Context: an optimization exercise on an open-source flow, tuned for small area, a short achievable clock period and few clock cycles per item. The choices shown serve that exercise and are no tape-out recipe.
RTL that was checked went through simulation tests only; none was proved equivalent to the original.

==> flow/design.v (excerpt) <==
module wm_block_blender #(
    parameter  int DATA_W = 8,
    parameter  int MAX_M  = 8,
    localparam int IDX_W  = $clog2(MAX_M * MAX_M)
) (
    input  wire logic              clk,
    input  wire logic              rst,
    input  wire logic [IDX_W-1:0]  cfg_m,
    input  wire logic [DATA_W:0]   cfg_bthr,
    input  wire logic [7:0]        cfg_amin,
    input  wire logic [7:0]        cfg_amax,
    input  wire logic [7:0]        cfg_bmin,
    input  wire logic [7:0]        cfg_bmax,
    input  wire logic              s_valid,
    output logic                   s_ready,
    input  wire logic [DATA_W-1:0] s_data,
    output logic                   m_valid,
    input  wire logic              m_ready,
    output logic [DATA_W-1:0]      m_data,
    output logic                   m_last,
    output logic                   busy,
    output logic                   err
);
For scale: ~2400 cells after synthesis, roughly 760 flip-flops, roughly 72 I/O pins.
clock: 13.0 ns
lec_check: 0
cap_margin: 20
core_margin: 2
core_utilization: 40
cts_cluster_diameter: 100
cts_cluster_size: 28
slew_margin: 20
standard.sh (not shown) runs the stock make flow with config.mk's settings and CLKGATE_MAP_FILE= SYNTH_SCRIPT=/design/flow/synth_recipe.tcl, a recipe that flattens the netlist after the stock synthesis.
==> flow/flow/run.sh <==
#!/bin/bash
# Own flow: the standard ORFS flow (standard.sh) with two changes in how
# the layout is made; the clock, its period and the I/O constraints are
# unchanged:
#  * timing repair is asked to leave extra setup slack (SETUP_SLACK_MARGIN),
#  * the port buffers are sky130_fd_sc_hd__buf_4 cells.
set -euo pipefail
export SETUP_SLACK_MARGIN=9.3
export BUFFER_PORTS_ARGS="-buffer_cell sky130_fd_sc_hd__buf_4"
bash standard.sh > standard.log 2>&1
Testbench counts at the start, summed over its fixed seeds: cycles 16,896, items 7,956.
Next try:
--- a/flow/design.v
+++ b/flow/design.v
@@ -161,55 +161,24 @@
         if (!d3[8])      div4 = {d3[5:0], x[5:0], 2'd3};
         else if (!d2[8]) div4 = {d2[5:0], x[5:0], 2'd2};
         else if (!d1[8]) div4 = {d1[5:0], x[5:0], 2'd1};
         else             div4 = {t[5:0],  x[5:0], 2'd0};
     endfunction
     always_comb sp_s2 = div4(div4(sp, nsq, n3), nsq, n3);
     always_comb begin
         uq    = sp[7:0];
         dev   = ge ? 8'd0   : (uq[7] ? {1'b0, uq[6:0]} : (8'd128 - uq));
         cdev  = ge ? 8'd128 : (uq[7] ? (8'd0 - uq) : uq);
     end
-    function automatic logic [8:0] add8(input logic [7:0] a, input logic [7:0] b);
-        logic [7:0] g, p, gg, pp, gn, pn;
-        g = a & b;
-        p = a ^ b;
-        gg = g;
-        pp = p;
-        for (int k = 1; k < 8; k = k * 2) begin
-            for (int i = 0; i < 8; i++) begin
-                if (i >= k) begin
-                    gn[i] = gg[i] | (pp[i] & gg[i-k]);
-                    pn[i] = pp[i] & pp[i-k];
-                end else begin
-                    gn[i] = gg[i];
-                    pn[i] = pp[i];
-                end
-            end
-            gg = gn;
-            pp = pn;
-        end
-        add8 = {gg[7], p ^ {gg[6:0], 1'b0}};
-    endfunction
-    logic [13:0] sp_acc;
-    logic [5:0]  sp_hi1;
-    logic [8:0]  sp_lo;
-    always_comb begin
-        sp_hi1 = sp[13:8] + 6'd1;
-        sp_lo  = add8(st_first ? 8'd0 : sp[7:0], s_data);
-        if (st_first)      sp_acc = {6'd0, s_data};
-        else if (sp_lo[8]) sp_acc = {sp_hi1, sp_lo[7:0]};
-        else               sp_acc = {sp[13:8], sp_lo[7:0]};
-    end
     always_ff @(posedge clk) begin
-        if (xfer && (st_first || !st_w)) sp <= sp_acc;
+        if (xfer && (st_first || !st_w)) sp <= (st_first ? 14'd0 : sp) + {6'd0, s_data};
         else if (dv != 2'd0) sp <= sp_s2;
         g_q <= g_sum;
         if (g_v) dg <= (g_first ? 17'd0 : dg) + {8'd0, g_q} - {8'd0, bthr};
     end
     logic [7:0]  x1, x2, y1, y2;
     logic        o_pix, o_last, o_ka;
     logic [16:0] csa_r0, csa_r1, b_r0, b_r1, b_q;
     logic        b_pix, b_last, b_ka, b_kb;
     logic [7:0]  b_sat;
     logic cs1, cs2, cs3, cs4, cs5, cs6, cs7, cs8, cs9, cs10, cs11, cs12, cs13, cs14, cs15, cs16, cs17, cs18, cs19, cs20, cs21, cs22, cs23, cs24, cs25, cs26, cs27, cs28, cs29, cs30, cs31, cs32, cs33, cs34, cs35, cs36, cs37, cs38, cs39, cs40, cs41, cs42, cs43, cs44, cs45, cs46, cs47, cs48, cs49, cs50, cs51, cs52, cs53, cs54, cs55, cs56, cs57, cs58, cs59, cs60, cs61, cs62, cs63, cs64, cs65, cs66, cs67, cs68, cs69, cs70, cs71, cs72, cs73, cs74, cs75, cs76, cs77, cs78, cs79, cs80, cs81, cs82, cs83, cs84, cs85, cs86, cs87, cs88, cs89, cs90, cs91, cs92, cs93, cs94, cs95, cs96, cs97, cs98, cs99, cs100, cs101, cs102, cs103, cs104, cs105, cs106, cs107, cs108, cs109, cs110, cs111, cs112, cs113, cs114, cs115, cs116, cs117, cs118, cs119, cs120, cs121, cs122, cs123, cs124, cs125, cs126, cs127, cs128, cs129, cs130, cs131, cs132, cs133, cs134, cs135, cs136, cs137, cs138, cs139, cs140, cs141, cs142, cs143, cs144, cs145, cs146, cs147, cs148, cs149, cs150, cs151, cs152, cs153, cs154, cs155, cs156, cs157, cs158, cs159, cs160, cs161, cs162, cs163, cs164, cs165, cs166, cs167, cs168, cs169, cs170, cs171, cs172, cs173, cs174, cs175, cs176, cs177, cs178, cs179, cs180, cs181, cs182, cs183, cs184, cs185, cs186, cs187, cs188, cs189, cs190, cs191, cs192, cs193, cs194, cs195, cs196, cs197, cs198, cs199, cs200, cs201, cs202, cs203, cs204, cs205, cs206, cs207, cs208, cs209, cs210, cs211, cs212, cs213, cs214, cs215, cs216, cs217, cs218, cs219, cs220, cs221, cs222, cs223, cs224, cs225, cs226, cs227, cs228, cs229, cs230, cs231, cs232, cs233, cs234, cs235, cs236, cs237, cs238, cs239, cs240, cs241, cs242, cs243, cs244, cs245, cs246, cs247, cs248, cs249, cs250, cs251, cs252, cs253, cs254, cs255, cs256, cs257, cs258, cs259, cs260, cs261, cs262, cs263, cs264, cs265, cs266, cs267, cs268, cs269, cs270, cs271, cs272, cs273, cs274, cs275, cs276, cs277, cs278, cs279, cs280, cs281, cs282, cs283, cs284, cs285, cs286, cs287, cs288, cs289, cs290, cs291, cs292, cs293, cs294, cs295, cs296, cs297, cs298, cs299, cs300, cs301, cs302, cs303, cs304, cs305, cs306, cs307, cs308, cs309, cs310, cs311, cs312, cs313, cs314, cs315, cs316, cs317, cs318, cs319, cs320, cs321, cs322, cs323, cs324, cs325, cs326, cs327, cs328, cs329, cs330, cs331, cs332, cs333, cs334, cs335, cs336, cs337, cs338;
     always_comb begin
The changed run passed the timing, DRC and antenna checks.
Final area increases slightly.
Worst setup slack degrades by 0.15 ns.
Die area increases slightly.
Wire length increases slightly.
Synthesized cell count decreases slightly.
Via count increases slightly.
Global-route usage increases by 0.12 points.
Critical path depth decreases by 1.
First-iteration DRC count decreases by a little under a tenth.
The RTL of the second run of this note was laid out without a check of its function.

---

## trial 77
Another version of the RTL of wm_block_blender (not shown whole).
Size in the first run: about 2400 cells after synthesis, roughly 760 flip-flops, ~72 I/O pins, about 29000 µm² of cells after synthesis.
export LEC_CHECK = 0
export CAP_MARGIN = 20
export CORE_MARGIN = 2
export CORE_UTILIZATION = 40
export SLEW_MARGIN = 20
create_clock -name core_clock -period 13.0 [get_ports {clk}]
Scripts as last shown in full above: flow/flow/run.sh
Trial 77 did not stop at any stage, and its layout met the timing, DRC and antenna checks.
diff inputs: trial 77 => build 70
--- a/flow/design.v
+++ b/flow/design.v
@@ -59,17 +59,17 @@
     endfunction
     always_comb begin
         xfer = s_valid && rdy_q;
         bad  = (cfg_m == 6'd0) || (cfg_m[5:3] != 3'd0 && cfg_m[2:0] != 3'd0) ||
                (cfg_m[5:4] != 2'd0) ||
                gt8(cfg_amin, cfg_amax) || gt8(cfg_bmin, cfg_bmax);
         first_ok = st_first && !bad;
         cap    = xfer && st_first;
-        xfer_p = xfer && (st_first ? !bad : !st_w);
+        xfer_p = xfer && (st_first || !st_w);
         xfer_w = xfer && !st_first && st_w;
         case (cfg_m[2:0])
             3'd1:    cfg_nm1 = 6'd0;
             3'd2:    cfg_nm1 = 6'd3;
             3'd3:    cfg_nm1 = 6'd8;
             3'd4:    cfg_nm1 = 6'd15;
             3'd5:    cfg_nm1 = 6'd24;
             3'd6:    cfg_nm1 = 6'd35;
@@ -164,18 +164,49 @@
         else             div4 = {t[5:0],  x[5:0], 2'd0};
     endfunction
     always_comb sp_s2 = div4(div4(sp, nsq, n3), nsq, n3);
     always_comb begin
         uq    = sp[7:0];
         dev   = ge ? 8'd0   : (uq[7] ? {1'b0, uq[6:0]} : (8'd128 - uq));
         cdev  = ge ? 8'd128 : (uq[7] ? (8'd0 - uq) : uq);
     end
+    function automatic logic [8:0] add8(input logic [7:0] a, input logic [7:0] b);
+        logic [7:0] g, p, gg, pp, gn, pn;
+        g = a & b;
+        p = a ^ b;
+        gg = g;
+        pp = p;
+        for (int k = 1; k < 8; k = k * 2) begin
+            for (int i = 0; i < 8; i++) begin
+                if (i >= k) begin
+                    gn[i] = gg[i] | (pp[i] & gg[i-k]);
+                    pn[i] = pp[i] & pp[i-k];
+                end else begin
+                    gn[i] = gg[i];
+                    pn[i] = pp[i];
+                end
+            end
+            gg = gn;
+            pp = pn;
+        end
+        add8 = {gg[7], p ^ {gg[6:0], 1'b0}};
+    endfunction
+    logic [13:0] sp_acc;
+    logic [5:0]  sp_hi1;
+    logic [8:0]  sp_lo;
+    always_comb begin
+        sp_hi1 = sp[13:8] + 6'd1;
+        sp_lo  = add8(st_first ? 8'd0 : sp[7:0], s_data);
+        if (st_first)      sp_acc = {6'd0, s_data};
+        else if (sp_lo[8]) sp_acc = {sp_hi1, sp_lo[7:0]};
+        else               sp_acc = {sp[13:8], sp_lo[7:0]};
+    end
     always_ff @(posedge clk) begin
-        if (xfer && (st_first || !st_w)) sp <= (st_first ? 14'd0 : sp) + {6'd0, s_data};
+        if (xfer && (st_first || !st_w)) sp <= sp_acc;
         else if (dv != 2'd0) sp <= sp_s2;
         g_q <= g_sum;
         if (g_v) dg <= (g_first ? 17'd0 : dg) + {8'd0, g_q} - {8'd0, bthr};
     end
     logic [7:0]  x1, x2, y1, y2;
     logic        o_pix, o_last, o_ka;
     logic [16:0] csa_r0, csa_r1, b_r0, b_r1, b_q;
     logic        b_pix, b_last, b_ka, b_kb;
@@ -607,21 +638,19 @@
                       : (st_last || (oxfer ? (cnt <= 3'd3) : (cnt <= 3'd2))));
         rdy_nx = xfer ? rdy1 : rdy0;
         first_nx = st_first;
         w_nx     = st_w;
         ac_nx    = ac + 6'd1;
         if (xfer) begin
             ac_nx = 6'd0;
             if (st_first) begin
-                if (!bad) begin
-                    first_nx = 1'b0;
-                    w_nx     = (cfg_nm1 == 6'd0);
-                    if (cfg_nm1 == 6'd0) ac_nx = 6'(64 - GAP);
-                end
+                first_nx = bad;
+                w_nx     = (cfg_nm1 == 6'd0);
+                if (cfg_nm1 == 6'd0) ac_nx = 6'(64 - GAP);
             end else if (!st_w) begin
                 if (st_last) begin
                     w_nx  = 1'b1;
                     ac_nx = 6'(64 - GAP);
                 end
             end else if (st_last) begin
                 first_nx = 1'b1;
             end
Results
- Number of placement rows was lower in build 70 than in trial 77.
- From trial 77 to build 70 the numbers moved as follows: gate count after technology mapping shows a reduction of 0.63%, cell count after placement shows a reduction of 0.89%, CTS buffer count shows an increase of about 1.4%.
- Changes observed in build 70 relative to trial 77: share of cell area taken by multi-input logic gates fell 0.32 points, routed length on met1 about even, worst hold slack rose 23 ps.
- The higher total die area of trial 77 and build 70 is in trial 77.
- [compare] base=trial 77 new=build 70: cell area after layout shows no meaningful change, final setup slack of the worst path rose by 210 ps.
- Build 70 ended with every stage complete and zero timing, DRC or antenna violations.
- No stage failed in trial 77, and the final checks on the layout all came back clean.
Testbench counts of build 70, summed over its fixed seeds: cycles 16,896, items 7,956.
Only the layout flow was run in trial 77; the RTL was not checked for function there.

## static timing again, ports no longer ideal
Ports are ideal in the flow. The routed layouts listed here were re-timed in OpenROAD. Step 1 sets driving cells, clkbuf_16 on the clock port and buf_2 on the other inputs (assumed; they add their load-dependent delay and slew). Step 2 also shifts input and output timing later by t, the mid clock arrival at the registers, as if the neighbouring blocks saw the same clock. Slacks: ideal ports / drivers / drivers and shift; pairs: ideal ports / drivers.
run	t, ns	setup WS [ns]	worst setup path after step 2	clock arrival spread, ns	pins driven straight from the clock port
the first run of note 1	0.651	9.018 / 9.018 / 8.422	input to register	0.040 / 0.039	1
the second run of note 1	0.657	8.872 / 8.804 / 8.148	input to register	0.033 / 0.033	1
trial 77	0.674	8.820 / 8.811 / 8.137	input to register	0.079 / 0.080	1
build 70	0.678	9.035 / 9.035 / 8.421	input to register	0.048 / 0.049	1
After both steps every run listed still meets setup and hold. For the second run of note 1, which loses most, drivers alone change the setup slack by -0.068 ns; drivers and shift together by -0.724 ns.
